This is an optimization exercise on Yosys and OpenROAD, whose aim is small area, a short achievable clock period and few clock cycles per item, not a production implementation. No functional check of the RTL was part of any run shown here. No activity file was given, so power comes from the tool's default toggle rates.

==> design/flow/constraint.sdc <==
create_clock -name core_clock -period 5.0 [get_ports {clk}]
set_input_delay 1.0000 -clock core_clock [delete_from_list [all_inputs] [get_ports {clk}]]
set_output_delay 1.0000 -clock core_clock [all_outputs]
set_load 0.01 [all_outputs]
==> design/flow/run.sh <==
#!/bin/bash
# synth_recipe.tcl (not shown) runs the flow's synth.tcl, then flattens the netlist and writes it again
# the make line also repeats each setting of config.mk as NAME=value (left out here)
make -C /OpenROAD-flow-scripts/flow DESIGN_CONFIG=/design/flow/config.mk WORK_HOME=/design/flow/orfs CLKGATE_MAP_FILE= SYNTH_SCRIPT=/design/flow/synth_recipe.tcl finish
==> design/flow/design.v <==
`timescale 1ns/100ps
`default_nettype none
module cm_top #(
    parameter logic [31:0] RF_BADDR = 32'd0      
) (
    input  wire         clk,
    input  wire         rst_n,
    input  wire  [31:0] rf_addr,
    input  wire         rf_wr,
    input  wire  [31:0] rf_cfg,
    output logic [31:0] rf_sts,
    output logic        mem_ce,
    output logic        mem_we,
    output logic [31:0] mem_addr,
    output logic [7:0]  mem_wr_data,
    input  wire  [7:0]  mem_rd_data
);
    logic sel_op1, sel_op2, sel_res, sel_nop, sel_start, sel_sts;
    logic [31:0] rf_q;
    assign sel_sts   = rf_wr & (rf_addr == RF_BADDR + 32'd5);
    always_ff @(posedge clk or negedge rst_n) begin
        if (!rst_n) begin
            sel_op1   <= 1'b0;
            sel_op2   <= 1'b0;
            sel_res   <= 1'b0;
            sel_nop   <= 1'b0;
            sel_start <= 1'b0;
        end else begin
            sel_op1   <= rf_wr & (rf_addr == RF_BADDR + 32'd0);
            sel_op2   <= rf_wr & (rf_addr == RF_BADDR + 32'd1);
            sel_res   <= rf_wr & (rf_addr == RF_BADDR + 32'd2);
            sel_nop   <= rf_wr & (rf_addr == RF_BADDR + 32'd3);
            sel_start <= rf_wr & (rf_addr == RF_BADDR + 32'd4);
        end
    end
    always_ff @(posedge clk)
        rf_q <= rf_cfg;
    logic        running;        
    logic        done_q;         
    logic [10:1] s;              
    logic        first;          
    logic        last;           
    logic        cv;             
    logic        rot;            
    logic        rz;             
    logic [31:0] rd_cnt;        
    logic [31:0] nop_q;
    logic        go, pend, finish;
    logic        r_n, f_n, l_n;
    logic [10:1] s_n;
    assign go     = sel_start & rf_q[0] & ~running;
    assign pend   = first ? s[6] : s[10];                      
    assign finish = last & s[10];
    always_comb begin
        r_n = running;
        f_n = first;
        l_n = last;
        s_n = 10'd1;
        if (!running) begin
            if (go) begin
                r_n = 1'b1;
                f_n = 1'b1;
                l_n = 1'b0;
            end
        end else if (finish) begin
            r_n = 1'b0;
        end else if (pend) begin
            f_n = 1'b0;
            l_n = rz;
        end else begin
            s_n = {s[9:1], 1'b0};
        end
    end
    always_ff @(posedge clk or negedge rst_n) begin
        if (!rst_n) begin
            running <= 1'b0;
            done_q  <= 1'b0;
            s       <= 10'd1;
            first   <= 1'b0;
            last    <= 1'b0;
            cv      <= 1'b0;
            rot     <= 1'b0;
            mem_ce  <= 1'b0;
            mem_we  <= 1'b0;
        end else begin
            if (sel_sts)
                done_q <= 1'b0;
            else if (running && finish)
                done_q <= 1'b1;
            running <= r_n;
            first   <= f_n;
            last    <= l_n;
            s       <= s_n;
            if (!running)
                cv <= 1'b0;
            else if (pend)
                cv <= ~last;
            rot     <= running & (s[1] | s[3] | (first ? s[5] : s[9]));
            mem_ce  <= r_n & ((|s_n[4:1]) ? ~l_n : ~f_n);
            mem_we  <= ~(|s_n[4:1]);
        end
    end
    always_ff @(posedge clk) begin
        if (sel_nop)
            nop_q <= rf_q;
        if (!running)
            rd_cnt <= 32'd0;
        else if (s[1] && !last)
            rd_cnt <= rd_cnt + 32'd1;
        rz <= (rd_cnt == nop_q);
    end
    assign rf_sts = {31'd0, done_q};
    logic [31:0] b_p, c_p, inc;
    assign inc = mem_addr + {31'd0, mem_ce};
    always_ff @(posedge clk or negedge rst_n) begin
        if (!rst_n) begin
            mem_addr <= 32'd0;
            b_p      <= 32'd0;
            c_p      <= 32'd0;
        end else begin
            if (sel_op1)
                mem_addr <= rf_q;
            else if (rot)
                mem_addr <= b_p;
            else
                mem_addr <= inc;
            if (sel_op2)
                b_p <= rf_q;
            else if (rot)
                b_p <= c_p;
            if (sel_res)
                c_p <= rf_q;
            else if (rot)
                c_p <= inc;
        end
    end
    logic [7:0] s_q, x1, y1, x2r, y2r, x2n, y2n;
    assign x2n = s[4] ? {mem_rd_data[5:0], mem_rd_data[7:6]} : {x2r[1:0], x2r[7:2]};
    assign y2n = s[5] ? mem_rd_data : {y2r[1:0], y2r[7:2]};
    always_ff @(posedge clk) begin
        s_q <= mem_rd_data;                                       
        if (s[3]) begin
            x1 <= s_q;
            y1 <= mem_rd_data;
        end
        x2r <= x2n;
        y2r <= y2n;
    end
    function automatic logic [2:0] bdec(input logic [2:0] w);
        bdec = {w[2],
                (w[2] & ~w[1] & ~w[0]) | (~w[2] & w[1] & w[0]),
                w[1] ^ w[0]};
    endfunction
    function automatic logic [11:0] bterm(input logic [7:0] m, input logic [2:0] d, input logic inv);
        logic        neg;
        logic [10:0] mag;
        neg = d[2] ^ inv;
        mag = d[0] ? {{3{m[7]}}, m} : (d[1] ? {{2{m[7]}}, m, 1'b0} : 11'd0);
        bterm = {neg, mag ^ {11{neg}}};
    endfunction
    logic       m0;                  
    logic [2:0] dx, dy;              
    assign m0 = first ? s[5] : s[9];
    always_ff @(posedge clk) begin
        dx <= bdec({x2n[1:0], x2n[7] & ~m0});
        dy <= bdec({y2n[1:0], y2n[7] & ~m0});
    end
    logic [11:0] ta, tb, tc, td;
    logic [10:0] abx, aby;
    logic        cbx, cby;
    assign ta = bterm(x1, dx, 1'b0);
    assign tb = bterm(y1, dy, 1'b1);
    assign tc = bterm(x1, dy, 1'b0);
    assign td = bterm(y1, dx, 1'b0);
    always_ff @(posedge clk) begin
        abx <= ta[10:0] + tb[10:0] + {10'd0, ta[11]};
        cbx <= tb[11];
        aby <= tc[10:0] + td[10:0] + {10'd0, tc[11]};
        cby <= td[11];
    end
    logic        itp;
    logic [8:0]  px, py;
    logic [7:0]  lx, ly;
    logic [10:0] tx, ty;
    assign itp  = cv & (|s[4:1]);
    assign tx   = {{2{px[8]}}, px} + abx + {10'd0, cbx};
    assign ty   = {{2{py[8]}}, py} + aby + {10'd0, cby};
    always_ff @(posedge clk) begin
        if (itp) begin
            px <= tx[10:2];
            py <= ty[10:2];
            lx <= {tx[1:0], lx[7:2]};
            ly <= {ty[1:0], ly[7:2]};
        end else if (pend) begin
            px <= 9'd0;
            py <= 9'd0;
        end
    end
    always_ff @(posedge clk) begin
        if (s[4])
            mem_wr_data <= {ty[1:0], ly[7:2]};
        else if (s[5])
            mem_wr_data <= py[7:0];
        else if (s[6])
            mem_wr_data <= {8{py[8]}};
        else if (s[7])
            mem_wr_data <= lx;
        else if (s[8])
            mem_wr_data <= px[7:0];
        else if (s[9])
            mem_wr_data <= {8{px[8]}};
    end
endmodule
`default_nettype wire
==> design/flow/config.mk <==
export PLATFORM = sky130hd
export DESIGN_NAME = cm_top
export DESIGN_NICKNAME = cm_top
export VERILOG_FILES = /design/flow/design.v
export SDC_FILE = /design/flow/constraint.sdc
export NUM_CORES = 4
export LEC_CHECK = 0
export ABC_CLOCK_PERIOD_IN_PS = 2500
export CAP_MARGIN = 20
export CORE_MARGIN = 2
export CORE_UTILIZATION = 40
export PLACE_DENSITY = 0.6
export SETUP_SLACK_MARGIN = 2.5
export SLEW_MARGIN = 20
==> results of run 1 <==
area by class of cell:
class / instances / share of cell area (%)
Sequential cell: 324 / 43.8
Multi-Input combinational cell: 1004 / 37.5
Timing Repair Buffer: 157 / 8.14
Clock buffer: 58 / 5.92
Tap cell: 511 / 3.50
Inverter: 38 / 0.815
Clock inverter: 8 / 0.288
worst paths after layout:
| path | slack, ps | cells after the start | endpoint | startpoint |
|---|---|---|---|---|
| setup / recovery | 2530 | 1 | mem_addr[5] | mem_addr[5] |
| hold / removal | 400 | 0 | x1[4] | s_q[4] |
| setup reg to reg | 2550 | 10 | aby[9] | dx[0] |
| hold reg to reg | 400 | 0 | x1[4] | s_q[4] |
| max in group asynchronous | 3610 | 2 | mem_addr[3] | rst_n |
| min in group asynchronous | 500 | 1 | c_p[29] | rst_n |
flip-flops by register name, indices dropped and copies added, names as in the netlist, 9 cells and up:
name and cells:
mem_addr 32, aby 11, py 9, rd_cnt 32, s 10, rf_q 32
abx 11, nop_q 32, b_p 32, px 9, c_p 32
cells by family after synthesis:
| kind of cell | count (synthesis) | synth area share (%) |
|---|---|---|
| AO/OA/AOI/OAI | 255 | 10.0 |
| XOR/XNOR | 151 | 8.76 |
| adder cells (fa/ha/maj) | 43 | 3.86 |
| buffers and inverters | 127 | 4.01 |
| flip-flops | 324 | 52.8 |
| multiplexers | 97 | 6.56 |
| other | 1 | 0.0248 |
| AND/OR/NAND/NOR | 426 | 14.0 |
cell usage after synthesis, types with 21 or more instances:
library cell | instances | area (µm²)
sky130_fd_sc_hd__a21oi_1 | 33 | 165
sky130_fd_sc_hd__a22oi_1 | 32 | 240
sky130_fd_sc_hd__buf_4 | 32 | 240
sky130_fd_sc_hd__clkbuf_1 | 41 | 154
sky130_fd_sc_hd__dfrtp_1 | 118 | 2950
sky130_fd_sc_hd__dfxtp_1 | 117 | 2340
sky130_fd_sc_hd__edfxtp_1 | 88 | 2640
sky130_fd_sc_hd__ha_1 | 37 | 463
sky130_fd_sc_hd__inv_1 | 34 | 128
sky130_fd_sc_hd__mux2i_1 | 81 | 811
sky130_fd_sc_hd__nand2_1 | 145 | 544
sky130_fd_sc_hd__nand3_1 | 21 | 105
sky130_fd_sc_hd__nor2_1 | 92 | 345
sky130_fd_sc_hd__nor2b_1 | 23 | 144
sky130_fd_sc_hd__nor3_1 | 30 | 150
sky130_fd_sc_hd__nor4_1 | 23 | 144
sky130_fd_sc_hd__o21ai_0 | 120 | 601
sky130_fd_sc_hd__xnor2_1 | 75 | 657
sky130_fd_sc_hd__xor2_1 | 76 | 666
per-layer routing:
metal | track usage, % | up-vias | wire length (µm)
met5 | 0 | - | 0
met4 | 4.71 | 0 | 657
met3 | 2.83 | 44 | 1550
met2 | 27.4 | 236 | 16000
met1 | 27.7 | 5084 | 17700
li1 | - | 5232 | -
timing repair:
action | CTS | global route
endpoints found under the hold margin | 0 | 0
cloned | 0 | 1
pin swaps | 2 | 19
setup endpoints to repair | 78 | 51
buffers inserted | 14 | 17
resized for setup | 55 | 50
report_power, final:
part           leakage, nW  internal [W]  total [W]  switching, W
Sequential            3.32       0.00272    0.00274     0.0000245
Clock                0.551       0.00149    0.00254       0.00105
Combinational         3.45     0.0000532  0.0000981     0.0000449
through the flow:
step | hold WS [ps] | util [%] | instances
6_report | 399 | 48.8 | 2100
5_1_grt | 407 | 48.8 | 2100
4_1_cts | 398 | 47.9 | 2081
3_5_place_dp | 389 | 44.5 | 2001
3_3_place_gp | 386 | 44.5 | 2001
2_1_floorplan | 355 | - | 1454
==> impl_summary.log, run 1 <==
[metrics] Die Span Y: 198 µm
[metrics] maxcap violations: 0
[metrics] final number of max-transition violations: 0
[metrics] Post-synth EDFFs: 88
[metrics] FP Rows: 71
[metrics] data required time of the worst path: 4000 ps
[metrics] total number of vias: 10.6k
[metrics] cell count after synthesis: 1424
[metrics] Die Footprint: 39300 µm²
[metrics] fmax: 0.406 GHz
[metrics] YS warnings: 1
[metrics] ANT nets after route: 0
[metrics] total half-perimeter wirelength after legalization and detailed placement: 25100 µm
[metrics] setup repair after global routing missed its margin: true
[metrics] worst-case clock buffer depth: 3
[metrics] share of final-layout standard cells stronger than drive strength 1: 11.1%
[metrics] kind of cell adding the most delay to the critical path: buffers and inverters
[metrics] area taken by flip-flops and latches: 8000 µm²
[metrics] Std-Cell Core Area: 37400 µm²
[metrics] number of hold violations in the final report: 0
[metrics] asr flop ratio synth: 36.7%
[metrics] CP Class: reg2out
[metrics] DR pass1 iterations: 5
[metrics] peak per-stage delay on the critical path: 560 ps
[metrics] worst setup slack after placement: 1690 ps
[metrics] clock tree from TritonCTS: yes
[metrics] slew of the pin with the lowest slew margin: 1090 ps
[metrics] count of cell types in the netlist: 66
[metrics] most frequent cells in the layout: 145 x sky130_fd_sc_hd__nand2_1, 114 x sky130_fd_sc_hd__o21ai_0, 111 x sky130_fd_sc_hd__dfxtp_1
[metrics] Final Power: 0.00538 W
[metrics] Num CTS Buffers: 36
[metrics] area after detailed placement: 16600 µm²
[metrics] DRT iter0 DRCs: 662
[metrics] I/O Pins: 149
[metrics] clock-pin slew of the registers on the worst-case setup and hold paths: 60 ps
[metrics] post-layout instance area: 18300 µm²
[metrics] part of the Yosys area used for sequential elements: 52.8%
[metrics] Port-buffer cells: 117
[metrics] vias per inst: 5.05
[metrics] fin crit share: 49.3%
[metrics] critical path cell sequence: clkdlybuf4s50_1
[metrics] worst path setup slack after routing: 2530 ps
[metrics] clock period minus final worst setup slack: 2470 ps
[metrics] global-route wire length before repair: 56600 µm
[metrics] worst voltage drop across the vdd grid: 0.217 mV
[metrics] drt total wl: 36000 µm
[metrics] global router's overall resource usage: 18.4%
[metrics] status: complete, no violations
[metrics] CP Data Arrival Time: 1470 ps
[metrics] area of the multi-input gates: 6850 µm²
[metrics] remaining global-route overflow: 0
[metrics] antenna cell count: 0
[metrics] number of register bits inferred by synthesis: 324
[metrics] largest net degree at the start of global routing: 74
[metrics] Finish-stage setup viols: 0
[metrics] cell at the root of the clock tree: sky130_fd_sc_hd__clkbuf_16
[metrics] number of global-route vias before repair: 10.3k
[metrics] Relative slew margins: 27.3%
[metrics] CP Max Fanout: 2
[metrics] CTS H-tree lvls: 2
[metrics] sum of negative setup slack: 0 ps
[metrics] Clk Latency, worst-skew pair: 530 ps
[metrics] power density of the placed cells: 294 nW/µm²
[metrics] drt wl/cell: 17.1 µm
[metrics] combined buffer and inverter count along the critical path: 1
[metrics] Routability Congestion: 0.818
[metrics] worst clock skew: 17.2 ps
[metrics] cell area after technology mapping: 15100 µm²
[metrics] chip width: 198 µm
[metrics] DRC: 0
[metrics] most common library cell in the layout ignoring fill and taps: sky130_fd_sc_hd__nand2_1
[metrics] clk sink count: 324
[metrics] initial core utilization: 40.4%
[metrics] hold bufs inserted after CTS: 0
[metrics] number of fill cells in the layout: 3420
[metrics] Syn Area/Cell: 10.6 µm²
[metrics] Critical Path Start Type: flip-flop
[metrics] master of the slowest instance on the critical path: sky130_fd_sc_hd__clkdlybuf4s50_1
[metrics] Final Net Count: 1679
[metrics] most used flip-flop cell after synthesis: sky130_fd_sc_hd__dfrtp_1
[metrics] Leak Pwr: 7.33 nW
[metrics] number of antenna violations at the first check in global routing: 0
[metrics] layout overhead on the synthesized area: 21.0%
[metrics] worst min-delay path category: reg2reg
[metrics] type of element capturing the critical path: primary output
==> run 2: changes to the inputs <==
==> design/flow/flow/run.sh (new file) <==
#!/bin/bash
# Standard layout, with plain buffers (instead of delay buffers) on the ports.
export BUFFER_PORTS_ARGS="-buffer_cell sky130_fd_sc_hd__buf_2"
bash standard.sh > standard.log 2>&1
==> design/flow/standard.sh (new file) <==
#!/bin/bash
# synth_recipe.tcl (not shown) runs the flow's synth.tcl, then flattens the netlist and writes it again
# the make line also repeats each setting of config.mk as NAME=value (left out here)
make -C /OpenROAD-flow-scripts/flow DESIGN_CONFIG=/design/flow/config.mk WORK_HOME=/design/flow/orfs CLKGATE_MAP_FILE= SYNTH_SCRIPT=/design/flow/synth_recipe.tcl "${@:-finish}"
==> design/flow/config.mk (replaced) <==
export PLATFORM = sky130hd
export DESIGN_NAME = cm_top
export DESIGN_NICKNAME = cm_top
export VERILOG_FILES = /design/flow/design.v
export SDC_FILE = /design/flow/constraint.sdc
export NUM_CORES = 4
export LEC_CHECK = 0
export ABC_CLOCK_PERIOD_IN_PS = 2100
export CAP_MARGIN = 20
export CORE_MARGIN = 2
export CORE_UTILIZATION = 40
export PLACE_DENSITY = 0.6
export SETUP_SLACK_MARGIN = 2.9
export SLEW_MARGIN = 20
removed: design/flow/run.sh
==> run 2 against run 1 <==
  * Die area did not move
  * Area after synthesis did not move
  * Critical path type is now reg2reg
  * Still clean
  * Critical path depth rose by 10
  * Clock power rose by 4%
  * Register-to-register slack improved by 70 ps
  * Largest cell class unchanged
==> impl_summary.log, run 2 <==
[metrics] area after detailed placement: 16100 µm² (-3.1%)
[metrics] share of the synthesized area in the top cell type: 19.6% (unchanged)
[metrics] Relative slew margins: 47.2% (+20 points)
[metrics] dominant cell by count in the synthesized netlist: sky130_fd_sc_hd__nand2_1
[metrics] final number of max-transition violations: 0 (unchanged)
[metrics] YS warnings: 1 (unchanged)
[metrics] part of the Yosys area used for sequential elements: 52.8% (unchanged)
[metrics] cell at the root of the clock tree: sky130_fd_sc_hd__clkbuf_16
[metrics] cell area after technology mapping: 15100 µm² (unchanged)
[metrics] CP Data Arrival Time: 2850 ps (+1380 ps)
[metrics] GRT met3 Usage: 3.49% (+0.66 points)
[metrics] top area cells in the synthesized netlist: sky130_fd_sc_hd__dfrtp_1 20%, sky130_fd_sc_hd__edfxtp_1 18%, sky130_fd_sc_hd__dfxtp_1 16%, sky130_fd_sc_hd__mux2i_1 5.4%, sky130_fd_sc_hd__xor2_1 4.4%
[metrics] leading post-synthesis cells by instance count: 145 x sky130_fd_sc_hd__nand2_1, 120 x sky130_fd_sc_hd__o21ai_0, 118 x sky130_fd_sc_hd__dfrtp_1
[metrics] count of cell types in the netlist: 66 (unchanged)
[metrics] worst setup slack after placement: 2130 ps (+436 ps)
[metrics] Worst setup startpoint: dy[0]
[metrics] cell count after synthesis: 1424 (unchanged)
[metrics] hold_sp: s_q[7]
[metrics] number of antenna violations at the first check in global routing: 3 (+3)
[metrics] Finish-stage setup viols: 0 (unchanged)
[metrics] fin crit share: 47.7% (-1.6 points)
[metrics] slew of the pin with the lowest slew margin: 791 ps (-299 ps)
[metrics] maxcap violations: 0 (unchanged)
[metrics] Std-Cell Core Area: 37400 µm² (unchanged)
[metrics] clock tree from TritonCTS: yes
[metrics] most frequent cells in the layout: 143 x sky130_fd_sc_hd__nand2_1, 112 x sky130_fd_sc_hd__buf_4, 109 x sky130_fd_sc_hd__dfxtp_1
[metrics] Port-buffer cells: 117 (unchanged)
[metrics] clock period minus final worst setup slack: 2380 ps (-80.1 ps)
[metrics] fmax: 0.419 GHz (+3.4%)
[metrics] Reg2Reg Launch Point: dy[0]
[metrics] sum of negative setup slack: 0 ps (unchanged)
[metrics] drt total wl: 37900 µm (+5.4%)
[metrics] ANT nets after route: 0 (unchanged)
[metrics] most common library cell in the layout ignoring fill and taps: sky130_fd_sc_hd__nand2_1
[metrics] internal power: 0.00429 W (+0.67%)
[metrics] Num CTS Buffers: 35 (-2.8%)
[metrics] worst min-delay path category: reg2reg
[metrics] DRC: 0 (unchanged)
[metrics] DRT iter0 DRCs: 718 (+8.5%)
[metrics] clk sink count: 324 (unchanged)
[metrics] clock-pin slew of the registers on the worst-case setup and hold paths: 60 ps (about the same)
[metrics] number of hold violations in the final report: 0 (unchanged)
[metrics] status: complete, no violations
[metrics] largest net degree at the start of global routing: 65 (-12%)
[metrics] DR pass1 iterations: 6 (+1)
[metrics] worst voltage drop across the vdd grid: 0.221 mV (+1.9%)
[metrics] total half-perimeter wirelength after legalization and detailed placement: 25000 µm (about the same)
[metrics] global-route wire length before repair: 58600 µm (+3.4%)
[metrics] drt wl/cell: 17.3 µm (+0.96%)
[metrics] GRT met1 Usage: 26.6% (-1.1 points)
[metrics] I/O Pins: 149 (unchanged)
[metrics] type of element capturing the critical path: flip-flop
[metrics] Routability Congestion: 0.838 (+2.4%)
[metrics] Die Span Y: 198 µm (unchanged)
[metrics] FP Rows: 71 (unchanged)
[metrics] data required time of the worst path: 5470 ps (+1470 ps)
[metrics] Post-synth EDFFs: 88 (unchanged)
[metrics] Combinational Power Share: 1.3% (-0.5 points)
[metrics] Clk Latency, worst-skew pair: 530 ps (about the same)
[metrics] worst clock skew: 24.8 ps (+7.65 ps)
[metrics] number of global-route vias before repair: 10.9k (+5.8%)
[metrics] Critical Path Start Type: flip-flop
[metrics] most used flip-flop cell after synthesis: sky130_fd_sc_hd__dfrtp_1
[metrics] worst-case clock buffer depth: 3 (unchanged)
[metrics] remaining global-route overflow: 0 (unchanged)
[metrics] switching power summed over all nets: 0.00116 W (+3.3%)
[metrics] Die Footprint: 39300 µm² (unchanged)
[metrics] CP Class: reg2reg
[metrics] post-layout instance area: 19000 µm² (+4.2%)
[metrics] Final Net Count: 1771 (+5.5%)
[metrics] layout overhead on the synthesized area: 26.1%
[metrics] CTS H-tree lvls: 2 (unchanged)
[metrics] proportion of total power due to net switching: 21.3% (+0.43 points)
[metrics] gr busiest metal: met2
[metrics] Syn Area/Cell: 10.6 µm² (unchanged)
[metrics] total number of vias: 11.1k (+5.0%)
[metrics] setup repair after global routing missed its margin: true
[metrics] hold bufs inserted after CTS: 0 (unchanged)
[metrics] CP Max Fanout: 6 (+4)
[metrics] relative contribution of the clock network to total power: 48.4% (+1.2 points)
[metrics] met2 usage in global routing: 29.6% (+2.2 points)
[metrics] register share of total power: 50.4% (-0.6 points)
[metrics] global router's overall resource usage: 19.0% (+0.62 points)
[metrics] number of register bits inferred by synthesis: 324 (unchanged)
[metrics] vias per inst: 5.08 (+0.59%)
[metrics] share of final-layout standard cells stronger than drive strength 1: 27.6% (+16 points)
[metrics] asr flop ratio synth: 36.7% (unchanged)
[metrics] worst path setup slack after routing: 2620 ps (+80.1 ps)
[metrics] initial core utilization: 40.4% (unchanged)
[metrics] chip width: 198 µm (unchanged)
[metrics] largest area contributor in the netlist: sky130_fd_sc_hd__dfrtp_1
[metrics] Leak Pwr: 7.82 nW (+6.7%)
[metrics] power density of the placed cells: 286 nW/µm² (-2.8%)
run 2: routing by layer:
layer  up-vias  wire [µm]
li1       5415          -
met1      5378      17700
met2       252      17400
met3        77       1730
met4         4       1030
met5         -         26
run 2: path summary, 6_finish.rpt:
| kind | to | slack, ps | depth (start not counted) |
|---|---|---|---|
| setup / recovery | aby[9] | 2620 | 11 |
| min in group asynchronous | b_p[31] | 530 | 1 |
| hold / removal | x1[7] | 400 | 0 |
| max in group asynchronous | mem_addr[25] | 3460 | 2 |
| hold reg to reg | x1[7] | 400 | 0 |
| setup reg to reg | aby[9] | 2620 | 11 |
run 2: layout make-up:
cell class                 instances  area, µm²
clock inverter                    19        195
clock buffer                      45        975
tap                              511        639
fill                            3333      18400
timing repair buffer             251       1820
inverter                          38        158
multi-input combinational       1003       7230
antenna                            1       2.50
sequential                       324       8010
run 2: critical path: stages, from the launching register on:
cell	delay, ps
sky130_fd_sc_hd__dfxtp_4	360
sky130_fd_sc_hd__nor2b_4	210
sky130_fd_sc_hd__buf_4	160
sky130_fd_sc_hd__a22oi_1	70
sky130_fd_sc_hd__xnor2_1	210
sky130_fd_sc_hd__ha_1	280
sky130_fd_sc_hd__o21a_1	220
sky130_fd_sc_hd__o21ai_2	170
sky130_fd_sc_hd__nand2b_1	90
sky130_fd_sc_hd__a21o_1	180
sky130_fd_sc_hd__a311o_1	310
sky130_fd_sc_hd__nand2_1	60
run 2: logic make-up after synthesis:
| family | after synthesis | synth area share, % |
|---|---|---|
| other | 1 | 0.0248 |
| and+or+nand+nor | 426 | 14.0 |
| DFF | 324 | 52.8 |
| buffers and inverters | 127 | 4.01 |
| xor gates and xnor gates | 151 | 8.76 |
| adders and majority gates | 43 | 3.86 |
| muxes | 97 | 6.56 |
| AOI/OAI and AO/OA | 255 | 10.0 |
run 2: per-stage QoR:
| stage | utilization, % | power [W] | hold WS (ps) | instances |
|---|---|---|---|---|
| after floorplan | - | 0.00281 | 355 | 1454 |
| after global placement | 43.1 | 0.00287 | 388 | 2002 |
| after detailed placement | 43.1 | 0.00287 | 389 | 2002 |
| after CTS | 48.9 | 0.00550 | 403 | 2147 |
| after global routing | 50.9 | 0.00561 | 414 | 2191 |
| final | 50.9 | 0.00544 | 403 | 2192 |
run 2: power by group through the flow:
stage | Sequential (W) | Clock [W] | Combinational (W)
final | 0.00274 | 0.00263 | 0.0000681
after global routing | 0.00274 | 0.00279 | 0.0000776
after global placement | 0.00280 | 0 | 0.0000686
after CTS | 0.00274 | 0.00269 | 0.0000702
after detailed placement | 0.00280 | 0 | 0.0000700
after floorplan | 0.00278 | 0 | 0.0000304
run 2: what timing repair did:
action / 4_1_cts / 5_1_grt
setup buffers: 81 / 43
pin swaps: 55 / 66
resized for setup: 93 / 92
setup endpoints to repair: 122 / 103
==> run 3: changes to the inputs <==
==> design/flow/config.mk (replaced) <==
export PLATFORM = sky130hd
export DESIGN_NAME = cm_top
export DESIGN_NICKNAME = cm_top
export VERILOG_FILES = /design/flow/design.v
export SDC_FILE = /design/flow/constraint.sdc
export NUM_CORES = 4
export LEC_CHECK = 0
export ABC_CLOCK_PERIOD_IN_PS = 2400
export CAP_MARGIN = 20
export CORE_MARGIN = 2
export CORE_UTILIZATION = 40
export PLACE_DENSITY = 0.6
export SETUP_SLACK_MARGIN = 2.65
export SLEW_MARGIN = 20
==> run 3 against run 2 <==
  * Maximum frequency decreased by 1.3%
  * Sequential cell count unchanged
  * Worst setup slack got worse by 32 ps
  * Critical path type unchanged
  * Clock power increased by 6%
  * Sequential share of layout area increased by 2.2 points
  * Register-to-register slack got worse by 30 ps
  * Utilization decreased by 2.7 points
  * Synthesized cell count unchanged
  * Largest cell class unchanged
==> impl_summary.log, run 3 <==
[metrics] status: complete, no violations
[metrics] reg-to-reg critical path endpoint: aby[7]
[metrics] initial core utilization: 40.4% (unchanged)
[metrics] cell count after synthesis: 1424 (unchanged)
[metrics] area of the multi-input gates: 7000 µm² (-3.2%)
[metrics] count of cell types in the netlist: 66 (unchanged)
[metrics] FP Rows: 71 (unchanged)
[metrics] maxcap violations: 0 (unchanged)
[metrics] leading post-synthesis cells by instance count: 145 x sky130_fd_sc_hd__nand2_1, 120 x sky130_fd_sc_hd__o21ai_0, 118 x sky130_fd_sc_hd__dfrtp_1
[metrics] share of final-layout standard cells stronger than drive strength 1: 20.5% (-7.1 points)
[metrics] remaining global-route overflow: 0 (unchanged)
[metrics] Final Net Count: 1687 (-4.7%)
[metrics] most used flip-flop cell after synthesis: sky130_fd_sc_hd__dfrtp_1
[metrics] CTS H-tree lvls: 2 (unchanged)
[metrics] worst voltage drop across the vdd grid: 0.263 mV (+19%)
[metrics] fmax: 0.414 GHz (-1.3%)
[metrics] total half-perimeter wirelength after legalization and detailed placement: 24900 µm (-0.40%)
[metrics] Post-synth EDFFs: 88 (unchanged)
[metrics] area taken by flip-flops and latches: 7990 µm² (-0.27%)
[metrics] DRC: 0 (unchanged)
[metrics] peak per-stage delay on the critical path: 480 ps (+120 ps)
[metrics] global-route wire length before repair: 56500 µm (-3.5%)
[metrics] largest net degree at the start of global routing: 66 (+1.5%)
[metrics] master of the slowest instance on the critical path: sky130_fd_sc_hd__edfxtp_1
[metrics] Port-buffer cells: 117 (unchanged)
[metrics] worst reg-to-reg setup slack: 2580 ps (-30 ps)
[metrics] part of the Yosys area used for sequential elements: 52.8% (unchanged)
[metrics] drt wl/cell: 17.2 µm (-0.45%)
[metrics] YS warnings: 1 (unchanged)
[metrics] drt total wl: 36300 µm (-4.1%)
[metrics] largest area contributor in the netlist: sky130_fd_sc_hd__dfrtp_1
[metrics] I/O Pins: 149 (unchanged)
[metrics] Leak Pwr: 7.34 nW (-6.1%)
[metrics] DRT iter0 DRCs: 686 (-4.5%)
[metrics] global router's overall resource usage: 18.4% (-0.59 points)
[metrics] top area cells in the synthesized netlist: sky130_fd_sc_hd__dfrtp_1 20%, sky130_fd_sc_hd__edfxtp_1 18%, sky130_fd_sc_hd__dfxtp_1 16%, sky130_fd_sc_hd__mux2i_1 5.4%, sky130_fd_sc_hd__xor2_1 4.4%
[metrics] vias per inst: 5.11 (+0.60%)
[metrics] Finish-stage setup viols: 0 (unchanged)
[metrics] cell at the root of the clock tree: sky130_fd_sc_hd__clkbuf_16
[metrics] cell area after technology mapping: 15100 µm² (unchanged)
[metrics] CP Max Fanout: 5 (-1)
[metrics] most frequent cells in the layout: 143 x sky130_fd_sc_hd__nand2_1, 117 x sky130_fd_sc_hd__buf_2, 114 x sky130_fd_sc_hd__dfrtp_1
[metrics] number of cells traversed by the worst register-to-register path: 10 (-1)
[metrics] Die Footprint: 39300 µm² (unchanged)
[metrics] number of antenna violations at the first check in global routing: 5 (+2)
[metrics] Critical Path Start Type: flip-flop
[metrics] Clk Latency, worst-skew pair: 550 ps (+20 ps)
[metrics] combined buffer and inverter count along the critical path: 1 (unchanged)
[metrics] number of register bits inferred by synthesis: 324 (unchanged)
[metrics] number of hold violations in the final report: 0 (unchanged)
[metrics] dominant cell by count in the synthesized netlist: sky130_fd_sc_hd__nand2_1
[metrics] DR pass1 iterations: 5 (-1)
[metrics] type of element capturing the critical path: flip-flop
[metrics] hold bufs inserted after CTS: 0 (unchanged)
[metrics] kind of cell adding the most delay to the critical path: compound AO/OA/AOI/OAI gates
[metrics] clock tree from TritonCTS: yes
[metrics] ANT nets after route: 0 (unchanged)
[metrics] critical path cell sequence: buf_4 -> a22oi_2 -> xnor2_1 -> ha_1 -> and2_4 -> a311oi_4 -> a31oi_2 -> o21a_1 -> nor3_1 -> a31oi_1
[metrics] Std-Cell Core Area: 37400 µm² (unchanged)
[metrics] worst-case clock buffer depth: 3 (unchanged)
[metrics] Die Span Y: 198 µm (unchanged)
[metrics] slew of the pin with the lowest slew margin: 1090 ps (+300 ps)
[metrics] Syn Area/Cell: 10.6 µm² (unchanged)
[metrics] number of fill cells in the layout: 3405 (+2.2%)
[metrics] last element of the critical path: aby[7]
[metrics] most common library cell in the layout ignoring fill and taps: sky130_fd_sc_hd__nand2_1
[metrics] Final Power: 0.00560 W (+2.8%)
[metrics] Num CTS Buffers: 36 (+2.9%)
[metrics] chip width: 198 µm (unchanged)
[metrics] final number of max-transition violations: 0 (unchanged)
[metrics] worst clock skew: 23.3 ps (-1.47 ps)
[metrics] sum of negative setup slack: 0 ps (unchanged)
[metrics] fin crit share: 48.3% (+0.64 points)
[metrics] share of the synthesized area in the top cell type: 19.6% (unchanged)
[metrics] total number of vias: 10.8k (-3.1%)
[metrics] data required time of the worst path: 5410 ps (-60 ps)
[metrics] clk sink count: 324 (unchanged)
[metrics] Reg2Reg Launch Point: x1[1]
[metrics] worst min-delay path category: reg2reg
[metrics] power density of the placed cells: 310 nW/µm² (+8.5%)
[metrics] layout overhead on the synthesized area: 19.4%
[metrics] Routability Congestion: 0.857 (+2.3%)
[metrics] CP Data Arrival Time: 2830 ps (-20 ps)
[metrics] setup repair after global routing missed its margin: true
[metrics] number of global-route vias before repair: 10.3k (-5.3%)
[metrics] Relative slew margins: 27.3% (-20 points)
[metrics] asr flop ratio synth: 36.7% (unchanged)
[metrics] logic depth of the worst path, buffers included: 10 (-1)
[metrics] clock-pin slew of the registers on the worst-case setup and hold paths: 60 ps (about the same)
[metrics] CP Class: reg2reg
[metrics] clock period minus final worst setup slack: 2420 ps (+31.9 ps)
[metrics] Worst setup startpoint: x1[1]
-- run 3: cell counts after synthesis --
No cell type changed its count.
-- run 3: worst register-to-register path: cells and delay by family, from the launching register on --
family	cells	cell delay (ps)
fa+ha+maj	1	300
flops	1	480
compound gates	5	870
simple gates	2	310
buf+inv	1	180
xor+xnor	1	150
-- run 3: how the worst min path moves through the flow --
stage / to / depth (start not counted) / start / slack, ps
floorplan: cby / 0 / x2r[1] / 350
global placement: x1[5] / 0 / s_q[5] / 390
detailed placement: x1[7] / 0 / s_q[7] / 390
CTS: x1[7] / 0 / s_q[7] / 400
global route: x1[5] / 0 / s_q[5] / 410
finish: x1[6] / 0 / s_q[6] / 400
-- run 3: layout make-up --
| class | instances | share of cell area (%) |
|---|---|---|
| Antenna cell | 3 | 0.0416 |
| Clock inverter | 14 | 1.16 |
| Timing Repair Buffer | 165 | 5.43 |
| Tap cell | 511 | 3.55 |
| Inverter | 38 | 0.819 |
| Clock buffer | 52 | 5.84 |
| Multi-Input combinational cell | 1004 | 38.8 |
| Sequential cell | 324 | 44.3 |
-- run 3: timing repair --
item,CTS,global route
resized for setup,35,66
pin swaps,11,40
cloned,0,1
endpoints found under the setup margin,75,47
setup buffers,20,20
-- run 3: cell families after synthesis --
family,Yosys count,share of synthesized area (%)
simple gates,426,14.0
flops,324,52.8
compound gates,255,10.0
xor+xnor,151,8.76
buf+inv,127,4.01
mux,97,6.56
fa+ha+maj,43,3.86
other cells,1,0.0248
-- run 3: per-stage QoR --
stage | setup slack (ps) | cell area [µm²] | hold WS [ps] | utilization, % | cells
global placement | 1980 | 16100 | 387 | 43.0 | 2001
finish | 2580 | 18000 | 403 | 48.2 | 2111
floorplan | 2670 | 15200 | 355 | - | 1454
CTS | 2500 | 17600 | 405 | 47.0 | 2087
global route | 2440 | 18000 | 409 | 48.2 | 2110
detailed placement | 1890 | 16100 | 390 | 43.0 | 2001
-- run 3: power breakdown --
part | internal (W) | leakage (nW) | switching (W) | total (W)
clock network | 0.00169 | 0.621 | 0.00109 | 0.00279
registers | 0.00272 | 3.34 | 0.0000255 | 0.00274
logic | 0.0000236 | 3.37 | 0.0000438 | 0.0000674
-- run 3: per-layer routing --
layer / wire length [µm] / vias up / track usage [%]
li1: - / 5251 / -
met1: 17600 / 5252 / 26.6
met2: 16300 / 226 / 27.8
met3: 1790 / 48 / 4.00
met4: 704 / 2 / 4.96
met5: 13 / - / 0

[re-timing with driven ports]
In the flow no input, the clock included, has a driving cell. The finished layouts below were timed again as built, in two steps.
Step 1 assumes that a clkbuf_16 drives the clock port and a buf_2 every other input.
Step 2 adds t to the input delays and takes it off the output delays; t is the mean of the earliest and latest rising clock arrival at the registers after step 1. Input paths then give back, and output paths get back, about the clock's delay inside the block.
Three values: ideal ports, drivers, drivers and shift; two values: the first two.
run	t, ns	slack for setup (ns)	worst setup path after step 2	clock arrival spread, ns	pins driven straight from the clock port
run 1	0.569	2.535 / 2.482 / 2.266	input to register	0.018 / 0.018	1
run 2	0.577	2.615 / 2.615 / 2.607	input to register	0.027 / 0.027	1
run 3	0.591	2.583 / 2.583 / 2.564	input to register	0.030 / 0.029	1
After both steps every run listed still meets setup and hold. The setup slack of run 1, which loses most, moves by -0.053 ns with the drivers and by -0.269 ns with both steps.
